Background: an optimization exercise with open tools, aiming at small area, a short achievable clock period and few clock cycles. Do not read the settings as production practice. Only simulation tests tie the RTL to the original design; equivalence was not proved.

## flow/design.v (module list and top-level ports; edited modules follow where they fit)
// module mult_fa: 11 lines
// module mult_ha: 10 lines
// module booth_mult_top: 11378 lines
module booth_mult_top
(
    input  logic         clk,
    input  logic         rst_n,
    input  logic [128:0] req,
    input  logic         req_valid,
    output logic         req_ready,
    output logic [127:0] product,
    output logic         product_valid,
    input  logic         product_ready
);
  // ...
==> flow/flow/run.sh <==
#!/bin/bash
set -euo pipefail
MARGIN=$(cat flow/margin.txt)
bash standard.sh SETUP_SLACK_MARGIN=$MARGIN finish > orfs_make.log 2>&1
==> flow/flow/margin.txt <==
7.0
==> flow/standard.sh <==
#!/bin/bash
# synth_recipe.tcl (not shown) runs the flow's synth.tcl, then flattens the netlist and writes it again
# the make line also repeats each setting of config.mk as NAME=value (left out here)
make -C /OpenROAD-flow-scripts/flow DESIGN_CONFIG=/design/flow/config.mk WORK_HOME=/design/flow/orfs CLKGATE_MAP_FILE= SYNTH_SCRIPT=/design/flow/synth_recipe.tcl "${@:-finish}"
==> flow/config.mk <==
export PLATFORM = sky130hd
export DESIGN_NAME = booth_mult_top
export DESIGN_NICKNAME = booth_mult_top
export VERILOG_FILES = /design/flow/design.v
export SDC_FILE = /design/flow/constraint.sdc
export NUM_CORES = 4
export LEC_CHECK = 0
export ABC_CLOCK_PERIOD_IN_PS = 4000
export CAP_MARGIN = 20
export CELL_PAD_IN_SITES_DETAIL_PLACEMENT = 1
export CELL_PAD_IN_SITES_GLOBAL_PLACEMENT = 2
export CORE_MARGIN = 2
export CORE_UTILIZATION = 50
export PLACE_DENSITY = 0.6
export SLEW_MARGIN = 20
export SYNTH_HIERARCHICAL = 1
export SYNTH_MINIMUM_KEEP_SIZE = 0
export TNS_END_PERCENT = 100
==> flow/constraint.sdc <==
create_clock -name core_clock -period 12.0 [get_ports {clk}]
set_input_delay 2.4000 -clock core_clock [delete_from_list [all_inputs] [get_ports {clk}]]
set_output_delay 2.4000 -clock core_clock [all_outputs]
set_load 0.01 [all_outputs]
==> flow_summary.ini, run 1 <==
[clock_network]
cts_sinks = 923
root_buffer = clkbuf_16

[final_layout]
num-multi-input-gates = 7939
multiInputGateArea_sq_um = 86900
buf_share_pct = 5.04
layout_common_cells = 2,140 x xnor2_1, 2,048 x a22oi_1, 1,989 x fa_1
fillCellCount = 23600

[setup_path]
crit_path_frequent_cell = fa_1
crit_start = a0[25]

[worst_hold_path]
hold_class = reg -> reg
min_to = skid_q[113]

[sta]
fin_skew_ns = 0.0771
relSlewSlack_pct = 18.3
fin_setup_tns_ns = 0
slew_violations = 0

[synth]
muxShareOfSynthArea_pct = 1.21
synth_nets = 12600
synth_area_leaders = fa_1 34%, edfxtp_1 20%, xnor2_1 16%
ys_seq_area_share_pct = 22.4
synth_fa_ha_area_share_pct = 36.6

[die]
die_h_um = 490
ios = 263

[global_route]
grt_antenna_before_repair = 38
gr-total-overflow = 0
global_route.usage.met1_pct = 60.8

[detailed_routing]
vias = 100000
wl_per_cell_um = 45.7
m1WireLength_um = 210000

[place]
placed_cell_area_sq_um = 123000

[run_status]
status = no timing/DRC/antenna violations
Testbench counts, summed over its fixed seeds: cycles 2,072.
==> run 2: changes to the inputs <==
==> flow/flow/margin.txt (replaced) <==
8.0
==> run 2 against run 1 <==
  * The run now fails in global routing (5_1_grt)
  * Synthesized cell count did not move
  * Area after synthesis did not move
==> flow_summary.ini, run 2 <==
[clock_network]
holdBufCountCts = 0
cts_inserted_buffers = 114
cts_max_level = 3
cts_sinks = 923
root_buffer = clkbuf_16
clk_path_buf_depth = 3

[synth]
synth_nets = 12600
yosysWarningCount = 7
synth-seq-cells = 923
postSynthCellCount = 10200
synth_area_leader_cell = fa_1
synth.most_common_cell = xnor2_1
async_flop_share_pct = 0
ys_seq_area_share_pct = 22.4
synth.top_cells.by_count = 2,142 x xnor2_1, 2,049 x a22oi_1, 1,989 x fa_1, 872 x clkbuf_1, 790 x edfxtp_1
synth_cell_type_count = 72
avgSynthCellArea_sq_um = 11.5
synth_ff_type = edfxtp_1
synth_enable_flop_cells = 790
synth_top_area_share_pct = 33.7
synth_area_leaders = fa_1 34%, edfxtp_1 20%, xnor2_1 16%
syn-cell-area_sq_um = 118000

[die]
floorplan.rows = 178
die_w_um = 490
ios = 263
die_h_um = 490
start_util_pct = 50.2

[sta]
crit_endpoint = product[127]$_DFFE_PP_/D
worst_endpoint_kind = sequential cell input

[place]
place_inst = 12700
dp_hpwl_um = 361000
routabilityCongestion = 1.01
io_buffers = 262
placed_cell_area_sq_um = 123000

[run_status]
haltStage = global routing (5_1_grt)
status = did not finish
error_line = [ERROR GRT-0232] Routing congestion too high. Check the congestion heatmap in the GUI.

[global_route]
grt_max_degree = 80
-- run 2: cell counts after synthesis --
Identical to the previous run, type by type.
-- run 2: kinds of logic after synthesis --
group / Yosys count / synth area share, %
AO/OA/AOI/OAI: 2655 / 16.2
XOR/XNOR: 2238 / 16.6
adder cells (fa/ha/maj): 2259 / 36.6
buffers and inverters: 1373 / 4.37
flip-flops: 923 / 22.4
multiplexers: 130 / 1.21
AND/OR/NAND/NOR: 657 / 2.64
-- run 2: Yosys stat by module, one instance, submodules excluded --
module          cell area (sq um)  cells
booth_mult_top              77100   8159
mult_fa                      20.0      1
mult_ha                      12.5      1
-- run 2: per-stage QoR --
| stage | setup WS [ns] | setup TNS, ns |
|---|---|---|
| global placement | 4.99 | 0 |
| detailed placement | 6.03 | 0 |
| CTS | 7.43 | 0 |
| floorplan | -0.404 | -253.57 |
-- run 2: worst min-delay path by stage --
stage / startpoint / to / slack [ns] / cells after the start
after CTS: skid_q[105] / skid_q[105] / 0.47 / 1
after detailed placement: skid_q[105] / skid_q[105] / 0.46 / 1
after global placement: v1 / product_valid / 0.45 / 1
after floorplan: neg0[2] / s1[11] / 0.42 / 0
-- run 2: repair_timing --
| item | CTS |
|---|---|
| gates cloned | 261 |
| setup endpoints to repair | 1129 |
| pin swaps | 674 |
| setup buffers | 470 |
| resized for setup | 2382 |

## separate check: timing with driven ports
The flow's constraints put no driver on any port. The routed layout listed below was extracted and timed again, unchanged, in two steps. Step 1, drivers: a clkbuf_16 drives clk and a buf_2 each remaining input, both assumed. Step 2, shift: input delay + t, output delay - t, t = (earliest + latest rising clock arrival at the registers) / 2. This alone moves slack from input paths to output paths. Three values: no drivers, after step 1, after step 2; two values: the first two.
run: run 1
t (ns): 0.902
setup WS [ns]: 6.746 / 6.746 / 6.276
worst register clock-pin slew, ns: 0.08 / 0.08
After both steps run 1 still meets setup and hold. The setup slack of run 1 moves by 0.000 ns with the drivers and by -0.470 ns with both steps.
